Background: an optimization exercise with open tools, aiming at small area. Do not read the settings as production practice.
At most, simulation tests tie the RTL to the original design; equivalence was not proved.
Function not checked in run 2: the RTL went through the layout flow alone.
Power figures rest on the tool's default switching activity, not on a simulated workload.

==> design.v <==
module dwconv_bias_buffer_pp #(
  parameter int CH = 32,
  parameter int DW = 16
) (
  input  logic                    clk,
  input  logic                    rst_n,
  input  logic                    load_en,
  input  logic                    in_valid,
  input  logic [DW-1:0]           in_data,
  output logic                    in_ready,
  input  logic                    reload,
  output logic                    load_done,
  input  logic                    r_en,
  output logic [CH*DW-1:0]        bias_out,
  output logic                    bias_valid,
  input  logic                    swap,
  output logic                    active_bank
);
  localparam int CW = $clog2(CH);
  localparam logic [1:0] S_IDLE = 2'd0;
  localparam logic [1:0] S_LOAD = 2'd1;
  localparam logic [1:0] S_FULL = 2'd2;
  localparam logic [CW-1:0] LAST_IDX = CW'(CH - 1);
  logic [1:0]       r_state;
  logic [CW-1:0]    r_idx;
  logic             r_active_bank;
  logic             r_bias_valid;
  logic             r_azero;
  logic             r_ozero;
  logic [CH*DW-1:0] r_wbank;    
  logic [CH*DW-1:0] r_abank;    
  logic [CH*DW-1:0] r_nbias;    
  logic             w_accept;
  logic             w_swap_go;
  assign w_accept  = (r_state == S_LOAD) && in_valid && !reload;
  assign w_swap_go = swap && (r_state == S_FULL) && !reload;
  always_ff @(posedge clk or posedge rst_n) begin
    if (rst_n) begin
      r_active_bank <= 1'b0;
      r_azero       <= 1'b1;
    end else if (w_swap_go) begin
      r_active_bank <= ~r_active_bank;
      r_azero       <= 1'b0;
    end
  end
  always_ff @(posedge clk or posedge rst_n) begin
    if (rst_n) begin
      r_state <= S_IDLE;
      r_idx   <= '0;
    end else if (reload) begin
      r_state <= S_IDLE;
      r_idx   <= '0;
    end else begin
      case (r_state)
        S_IDLE: begin
          r_idx <= '0;
          if (load_en) r_state <= S_LOAD;
        end
        S_LOAD: begin
          if (w_accept) begin
            if (r_idx == LAST_IDX) begin
              r_idx   <= '0;
              r_state <= S_FULL;
            end else begin
              r_idx <= r_idx + CW'(1);
            end
          end
        end
        S_FULL: begin
          if (w_swap_go) r_state <= S_IDLE;
        end
        default: r_state <= S_IDLE;
      endcase
    end
  end
  always_ff @(posedge clk) begin
    if (w_accept) r_wbank <= {~in_data, r_wbank[CH*DW-1:DW]};
  end
  always_ff @(posedge clk) begin
    if (w_swap_go) r_abank <= r_wbank;
  end
  always_ff @(posedge clk) begin
    if (r_en) r_nbias <= r_abank;
  end
  always_ff @(posedge clk or posedge rst_n) begin
    if (rst_n) begin
      r_ozero      <= 1'b1;
      r_bias_valid <= 1'b0;
    end else begin
      r_bias_valid <= r_en;
      if (r_en) r_ozero <= r_azero;
    end
  end
  assign in_ready    = (r_state == S_LOAD);
  assign load_done   = (r_state == S_FULL);
  assign bias_out    = ~(r_nbias | {CH*DW{r_ozero}});
  assign bias_valid  = r_bias_valid;
  assign active_bank = r_active_bank;
endmodule
==> run.sh <==
#!/bin/bash
# synth_recipe.tcl (not shown) runs the flow's synth.tcl, then flattens the netlist and writes it again
# the make line also repeats each setting of config.mk as NAME=value (left out here)
make -C /OpenROAD-flow-scripts/flow DESIGN_CONFIG=/design/flow/config.mk WORK_HOME=/design/flow/orfs CLKGATE_MAP_FILE= SYNTH_SCRIPT=/design/flow/synth_recipe.tcl finish
==> config.mk <==
export PLATFORM = sky130hd
export DESIGN_NAME = dwconv_bias_buffer_pp
export DESIGN_NICKNAME = dwconv_bias_buffer_pp
export VERILOG_FILES = /design/flow/design.v
export SDC_FILE = /design/flow/constraint.sdc
export NUM_CORES = 4
export LEC_CHECK = 0
export CAP_MARGIN = 20
export CORE_MARGIN = 2
export CORE_UTILIZATION = 40
export SLEW_MARGIN = 20
==> constraint.sdc <==
create_clock -name core_clock -period 4.0 [get_ports {clk}]
set_input_delay 0.8000 -clock core_clock [delete_from_list [all_inputs] [get_ports {clk}]]
set_output_delay 0.8000 -clock core_clock [all_outputs]
set_load 0.01 [all_outputs]
==> results of run 1 <==
## metrics by stage
stage               area [sq um]  util (%)
floorplan                  48960         -
global placement           56880     46.80
detailed placement         56880     46.80
CTS                        61780     50.83
global route               61780     50.83
finish                     61780     50.83
## synthesized netlist by cell type
cell type,count
a21o_1,3
a21oi_1,2
a22o_1,1
a22oi_1,1
a32oi_1,2
and3_1,2
buf_2,50
clkbuf_1,9
dfrtp_1,9
dfstp_2,2
edfxtp_1,1536
ha_1,2
inv_1,19
inv_2,1
mux2_2,1
nand2_1,1
nand3_1,1
nand3b_1,1
nor2_1,519
nor2b_1,3
nor3_1,2
nor3b_1,2
nor4_4,1
o2111ai_1,1
o21ai_0,1
o22ai_1,2
xor2_1,1
## routing by layer
| layer | track usage (%) | vias to the layer above | part of all wire, % |
|---|---|---|---|
| met5 | 0 | - | 0 |
| met4 | 4.996 | 0 | 2.4 |
| met3 | 5.000 | 147 | 9.0 |
| met2 | 22.92 | 762 | 46 |
| met1 | 19.72 | 10630 | 42 |
| li1 | - | 9607 | - |
## registers in the layout, summed over array words and instances, names as in the netlist
signal	count
r_wbank	512
r_nbias	512
r_bias_valid	1
r_idx	5
r_active_bank	1
r_state	2
r_azero	1
r_abank	512
r_ozero	1
## report_power, final
group / internal [mW] / total, mW / switching [mW]
clock: 8.08 / 13.9 / 5.79
combinational: 0.224 / 0.548 / 0.325
sequential: 17.9 / 18.0 / 0.109
total: 26.2 / 32.4 / 6.22
## how the worst max path moves through the flow
stage	depth (start not counted)	slack, ns	to
3_3_place_gp	4	0.90	r_abank[137]$_DFFE_PP_
2_1_floorplan	2	-13.58	r_abank[0]$_DFFE_PP_
4_1_cts	3	0.30	bias_out[428]
6_report	4	0.38	bias_out[61]
3_5_place_dp	4	0.84	r_abank[135]$_DFFE_PP_
5_1_grt	3	0.23	bias_out[216]
## cells by family (layout without fill, tap and decap cells)
logic type / after synthesis / after routing / share of synthesized area (%)
AO/OA/AOI/OAI: 13 / 13 / 0.1892
XOR/XNOR: 1 / 1 / 0.01790
adder cells (fa/ha/maj): 2 / 2 / 0.05112
buffers and inverters: 79 / 903 / 0.7337
flip-flops: 1547 / 1547 / 94.81
multiplexers: 1 / 1 / 0.02301
AND/OR/NAND/NOR: 532 / 532 / 4.172
## cell type report
type / count / area share, %
sequential: 1547 / 75.11
multi-input combinational: 549 / 3.540
inverter: 20 / 0.1215
clock buffer: 188 / 6.375
timing repair buffer: 612 / 10.01
tap: 1625 / 3.291
clock inverter: 83 / 1.553
==> run_results.csv, run 1 <==
group,metric,value,unit
outcome,status,"finished clean",
global_routing,antenna_found_initial,1,
logic_synthesis,yosysTopAreaCellShare,94.25,%
hold_path,holdCritStartpoint,"r_abank[303]$_DFFE_PP_",
power_and_ir_drop,p_per_area,525.1,nW/um^2
global_routing,overflow,0,
placed_design,numPlacedInstances,4353,
detailed_routing,first_pass_iters,5,
timing,worstMarginPinSlew,0.6672,ns
setup_path,endpoint_kind,"output pin",
timing,finalHoldViolCount,0,
layout,multi_input_area,2187,sq um
placed_design,dp_slack,0.8393,ns
layout,layout-drive-gt1-share,9.436,%
placed_design,gp_congestion,0.8177,
die,row_count,128,
global_routing,grt_usage,14.81,%
timing,setup_violations,0,
logic_synthesis,synthDistinctLibCells,27,
detailed_routing,drc,0,
timing,maxSlewHeadroom,55.52,%
die,die_x,353.8,um
placed_design,io_buffer_count,538,
clocking,root_buffer,"clkbuf_16",
timing,setup_slack,0.3768,ns
layout,final_cells,4624,
layout,mostFrequentLayoutCell,"edfxtp_1",
layout,final_nets,2903,
detailed_routing,ant_nets,0,
logic_synthesis,ys_seq_area_share,94.81,%
die,core_area,121600,sq um
setup_path,cp_top_family,"buffers and inverters",
global_routing,grt_max_degree,90,
layout,diodes,0,
power_and_ir_drop,leakage,20.79,nW
setup_path,start_kind,"flop",
clocking,cts_setup_buffers,0,
layout,mostFrequentLayoutCells,"edfxtp_1, clkdlybuf4s50_1, nor2_1, clkbuf_16, buf_4",
setup_path,required,3.20,ns
die,ios,539,
power_and_ir_drop,peakVddDrop,0.0003570,V
hold_path,hold_path.class,"reg -> reg",
clocking,numCtsBuffers,148,
setup_path,rr_worst_depth,3,
hold_path,holdPathEnd,"r_nbias[303]$_DFFE_PP_",
timing,setup_tns,0,ns
logic_synthesis,netlist_instances,2175,
flow_run,maxCapViolations,0,
placed_design,hpwl,61250,um
setup_path,path_class,"reg -> out",
timing,drv_slew,0,
detailed_routing,totalWireLength,94150,um
logic_synthesis,synthTopCellsByArea,"edfxtp_1, nor2_1, buf_2",
timing,rsz0062_at_grt,"false",
clocking,clk_latency,0.74,ns
timing,fin_crit,3.623,ns
clocking,cts_tree,"built",
setup_path,critPathBufInv,3,
timing,skew,0.03137,ns
setup_path,worstPathCellList,"buf_12, buf_4, nor2_1, clkdlybuf4s50_1",
setup_path,slowest_stage,"dfstp_4",
global_routing,grt_pass1_wl,137800,um
clocking,cts_hold_buf,0,
clocking,clkSlewWorstSetupHoldPaths,0.06,ns
detailed_routing,vias_per_cell,4.572,
die,start_util,40.26,%
setup_path,crit_path_max_fanout,89,
setup_path,timing.rr.end,"r_abank[154]$_DFFE_PP_",
clocking,ctsHtreeMaxLevel,4,
logic_synthesis,synth_area_leader_cell,"edfxtp_1",
logic_synthesis,post_synth_instance_area,48940,sq um
detailed_routing,wl_per_cell,20.36,um
layout,area_delta_synth_final,26.24,%
logic_synthesis,synth_area_per_cell,22.50,sq um
setup_path,slowest_delay,0.76,ns
timing,fin_crit_sh,90.58,%
setup_path,reg2reg_setup_slack,1.80,ns
setup_path,critPathLaunch,"r_ozero$_DFFE_PP1P_",
clocking,cts_resized,0,
timing,hold_slack,0.4036,ns
logic_synthesis,synth-seq-cells,1547,
die,fp.dieH,353.8,um
detailed_routing,drt-initial-drc-count,1957,
logic_synthesis,yosysWarnings,1,
die,dieArea,125200,sq um
timing,fmax,276.0,MHz
setup_path,r2r-start,"r_state[0]$_DFFE_PP0P_",
detailed_routing,num_vias,21140,
global_routing,grt_pass1_vias,21390,
logic_synthesis,syn-num-nets,2200,
clocking,cts_sinks,1547,
power_and_ir_drop,p_total,32.45,mW
hold_path,whs_path_depth,0,
layout,final-seq-area,46410,sq um
layout,fill_cells,9452,
clocking,max-clock-path-buffers,3,
setup_path,critPathArrivalTime,2.82,ns
==> run 2: changes to the inputs <==
--- a/design.v
+++ b/design.v
@@ -18,4 +18,5 @@
 );
   localparam int CW = $clog2(CH);
+  localparam int NB = 2;
   localparam logic [1:0] S_IDLE = 2'd0;
   localparam logic [1:0] S_LOAD = 2'd1;
@@ -24,22 +25,21 @@
   logic [1:0]       r_state;
   logic [CW-1:0]    r_idx;
-  logic             r_active_bank;
+  logic [DW-1:0]    r_mem [NB][CH];
+  logic [CH*DW-1:0] r_bias_out;
   logic             r_bias_valid;
-  logic             r_azero;
-  logic             r_ozero;
-  logic [CH*DW-1:0] r_wbank;    
-  logic [CH*DW-1:0] r_abank;    
-  logic [CH*DW-1:0] r_nbias;    
   logic             w_accept;
   logic             w_swap_go;
-  assign w_accept  = (r_state == S_LOAD) && in_valid && !reload;
+  logic             w_wbank;
+  logic             w_rbank;
+  assign w_accept = (r_state == S_LOAD) && in_valid && !reload;
+  logic r_active_bank;
   assign w_swap_go = swap && (r_state == S_FULL) && !reload;
+  assign w_wbank   = ~r_active_bank;
+  assign w_rbank   = r_active_bank;
   always_ff @(posedge clk or posedge rst_n) begin
     if (rst_n) begin
       r_active_bank <= 1'b0;
-      r_azero       <= 1'b1;
     end else if (w_swap_go) begin
       r_active_bank <= ~r_active_bank;
-      r_azero       <= 1'b0;
     end
   end
@@ -74,26 +74,32 @@
     end
   end
-  always_ff @(posedge clk) begin
-    if (w_accept) r_wbank <= {~in_data, r_wbank[CH*DW-1:DW]};
-  end
-  always_ff @(posedge clk) begin
-    if (w_swap_go) r_abank <= r_wbank;
-  end
-  always_ff @(posedge clk) begin
-    if (r_en) r_nbias <= r_abank;
+  always_ff @(posedge clk or posedge rst_n) begin
+    if (rst_n) begin
+      for (int b = 0; b < NB; b++) begin
+        for (int i = 0; i < CH; i++) begin
+          r_mem[b][i] <= '0;
+        end
+      end
+    end else if (w_accept) begin
+      r_mem[w_wbank][r_idx] <= in_data;
+    end
   end
   always_ff @(posedge clk or posedge rst_n) begin
     if (rst_n) begin
-      r_ozero      <= 1'b1;
+      r_bias_out   <= '0;
       r_bias_valid <= 1'b0;
     end else begin
       r_bias_valid <= r_en;
-      if (r_en) r_ozero <= r_azero;
+      if (r_en) begin
+        for (int i = 0; i < CH; i++) begin
+          r_bias_out[DW*i +: DW] <= r_mem[w_rbank][i];
+        end
+      end
     end
   end
   assign in_ready    = (r_state == S_LOAD);
   assign load_done   = (r_state == S_FULL);
-  assign bias_out    = ~(r_nbias | {CH*DW{r_ozero}});
+  assign bias_out    = r_bias_out;
   assign bias_valid  = r_bias_valid;
-  assign active_bank = r_active_bank;
+  assign active_bank = w_rbank;
 endmodule
==> run_results.csv, run 2 <==
group,metric,value,unit
outcome,status,"finished clean",
setup_path,critPathLaunch,"r_state[0]$_DFFE_PP0P_",
timing,setup_violations,0,
global_routing,overflow,0,
logic_synthesis,synthTopCellsByArea,"dfrtp_1, mux2_2, mux2i_1",
layout,final_nets,5116,
timing,worstMarginPinSlew,1.131,ns
clocking,clkSlewWorstSetupHoldPaths,0.06,ns
power_and_ir_drop,switchingPower,8.266,mW
layout,layout-drive-gt1-share,27.42,%
clocking,numCtsBuffers,165,
setup_path,path_class,"reg -> out",
global_routing,grt.busiest_layer,"met2",
setup_path,start_kind,"flop",
layout,final_cells,7282,
layout,reg_top3,"r_mem: 1024 flops, r_bias_out: 512 flops, r_idx: 5 flops",
global_routing,grtUsageMet3,3.575,%
detailed_routing,ant_nets,0,
setup_path,required,3.20,ns
logic_synthesis,yosysWarnings,2,
layout,fill_cells,13700,
logic_synthesis,ys.flop_type,"dfrtp_1",
placed_design,gp_congestion,0.7625,
layout,mostFrequentLayoutCells,"dfrtp_1, mux2_2, clkdlybuf4s50_1, nor2_1, a21oi_1",
global_routing,grt_usage,21.37,%
logic_synthesis,synthDistinctLibCells,45,
logic_synthesis,post_synth_instance_area,62650,sq um
layout,mostFrequentLayoutCell,"dfrtp_1",
clocking,cts_setup_buffers,0,
hold_path,holdCritStartpoint,"r_mem[37][4]$_DFFE_PP0P_",
die,dieArea,159800,sq um
logic_synthesis,synth-seq-cells,1545,
global_routing,met2_usage,33.35,%
setup_path,critPathArrivalTime,2.53,ns
clocking,cts_hold_buf,0,
hold_path,hold_path.class,"reg -> reg",
logic_synthesis,netlist_instances,4607,
global_routing,grt_max_degree,143,
logic_synthesis,ys_seq_area_share,61.71,%
die,ios,539,
timing,fin_crit,3.332,ns
power_and_ir_drop,power.share.clock,44.9,%
power_and_ir_drop,peakVddDrop,0.0004012,V
timing,setup_tns,0,ns
clocking,cts_sinks,1545,
global_routing,gr-usage-met1,30.92,%
timing,rsz0062_at_grt,"false",
layout,post-route-util,48.83,%
power_and_ir_drop,p_per_area,458.5,nW/um^2
logic_synthesis,yosysMostFrequentCell,"dfrtp_1",
logic_synthesis,yosysTopAreaCellShare,61.71,%
power_and_ir_drop,power.share.switching,23.69,%
detailed_routing,drt-initial-drc-count,2074,
clocking,cts_tree,"built",
clocking,clk_latency,0.79,ns
timing,skew,0.02810,ns
layout,largest_reg_flops,1024,
global_routing,grt_pass1_vias,37980,
detailed_routing,vias_per_cell,5.186,
logic_synthesis,async_flop_share,100.0,%
die,core_area,155800,sq um
timing,drv_slew,0,
logic_synthesis,synth_area_per_cell,13.60,sq um
clocking,ctsHtreeMaxLevel,4,
power_and_ir_drop,p_comb_share,7.8,%
placed_design,dp_slack,0.5017,ns
clocking,cts_resized,0,
logic_synthesis,synth_area_leader_cell,"dfrtp_1",
logic_synthesis,synth_common_cells,"dfrtp_1, mux2_2, nor2_1",
detailed_routing,totalWireLength,170600,um
die,start_util,40.20,%
timing,fmax,300.1,MHz
placed_design,io_buffer_count,538,
logic_synthesis,syn-num-nets,4635,
setup_path,r2r-start,"r_idx[0]$_DFFE_PP0P_",
logic_synthesis,synth-edff-count,0,
timing,maxSlewHeadroom,24.60,%
clocking,root_buffer,"clkbuf_16",
die,die_x,399.8,um
detailed_routing,first_pass_iters,5,
timing,fin_crit_sh,83.30,%
global_routing,antenna_found_initial,4,
power_and_ir_drop,leakage,36.06,nW
timing,finalHoldViolCount,0,
power_and_ir_drop,power_frac_seq,47.3,%
detailed_routing,num_vias,37770,
global_routing,grt_pass1_wl,253700,um
flow_run,maxCapViolations,0,
detailed_routing,drc,0,
die,fp.dieH,399.8,um
placed_design,numPlacedInstances,6979,
setup_path,crit_path_max_fanout,10,
detailed_routing,wl_per_cell,23.43,um
placed_design,hpwl,105900,um
die,row_count,145,
clocking,max-clock-path-buffers,3,
setup_path,endpoint_kind,"output pin",
timing,setup_slack,0.6678,ns
layout,area_delta_synth_final,21.46,%
layout,largest-register,"r_mem",
power_and_ir_drop,p_int,26.63,mW
-- run 2: layout make-up --
type | instances | area, sq um | share of cell area (%)
antenna | 2 | 5.005 | 0.006577
clock buffer | 259 | 5166 | 6.789
clock inverter | 42 | 489.2 | 0.6429
inverter | 7 | 30.03 | 0.03946
multi-input combinational | 2687 | 22280 | 29.27
sequential | 1545 | 38670 | 50.81
tap | 2058 | 2575 | 3.384
timing repair buffer | 682 | 6889 | 9.053
-- run 2: routing by layer --
layer  share of wire, %  up-vias  routed length, um
met5                  0        -                  0
met4                2.1        0               3549
met3                4.4      191               7572
met2                 47      795              79370
met1                 47    19740              80100
li1                   -    17040                  -
-- run 2: critical path, stage by stage (launching register included) --
cell and delay [ns]:
dfrtp_1 0.53, nor2b_1 0.44, clkdlybuf4s50_1 0.78
-- run 2: final timing paths --
path | depth (start not counted) | slack [ns] | to
worst max-delay path | 2 | 0.67 | in_ready
worst min-delay path | 1 | 0.49 | r_mem[37][4]$_DFFE_PP0P_
worst max register to register | 8 | 0.87 | r_idx[2]$_DFFE_PP0P_
worst min register to register | 1 | 0.49 | r_mem[37][4]$_DFFE_PP0P_
max in group asynchronous | 4 | 2.24 | r_active_bank$_DFFE_PP0P_
min in group asynchronous | 2 | 0.56 | r_mem[22][13]$_DFFE_PP0P_
-- run 2: metrics by stage --
step                power [mW]  area [sq um]  hold slack, ns
floorplan                18.09         62660          0.4640
global placement         19.51         70430          0.4729
detailed placement       19.54         70430          0.4808
CTS                      35.31         76090          0.4932
global route             36.23         76090          0.4996
finish                   34.89         76100          0.4899
-- run 2: logic make-up (layout without fill, tap and decap cells) --
family | after synthesis | in the layout | share of synthesized area [%]
other cells | 0 | 2 | 0
xor+xnor | 1 | 1 | 0.01398
buf+inv | 375 | 990 | 2.754
compound gates | 522 | 522 | 4.198
mux | 1536 | 1536 | 26.58
fa+ha+maj | 5 | 5 | 0.09985
flops | 1545 | 1545 | 61.71
simple gates | 623 | 623 | 4.641
-- run 2: power by group through the flow --
stage / registers [mW] / clock network (mW) / logic, mW
after floorplan: 16.9 / 0 / 1.19
after global placement: 16.8 / 0 / 2.71
after detailed placement: 16.8 / 0 / 2.74
after CTS: 16.5 / 16.0 / 2.76
after global routing: 16.6 / 16.7 / 2.95
final: 16.5 / 15.7 / 2.71

## port drivers added, routing unchanged
No port has a modelled driver above. Below, the same layouts with a new extraction and two added sets of constraints. Step 1, drivers: a clkbuf_16 drives clk and a buf_2 each remaining input, both assumed. Step 2 adds t to the input delays and takes it off the output delays; t is the mean of the earliest and latest rising clock arrival at the registers after step 1. Input paths then give back, and output paths get back, about the clock's delay inside the block. Slacks: ideal / step 1 / step 2; pairs: ideal / step 1.
| run | t, ns | setup WS [ns] | worst register clock-pin slew, ns |
|---|---|---|---|
| run 1 | 0.796 | 0.377 / 0.309 / 0.841 | 0.06 / 0.06 |
| run 2 | 0.859 | 0.668 / 0.590 / 0.415 | 0.06 / 0.06 |
After both steps setup and hold are still met in every run listed. For run 2, which loses most, drivers alone change the setup slack by -0.078 ns; drivers and shift together by -0.253 ns.
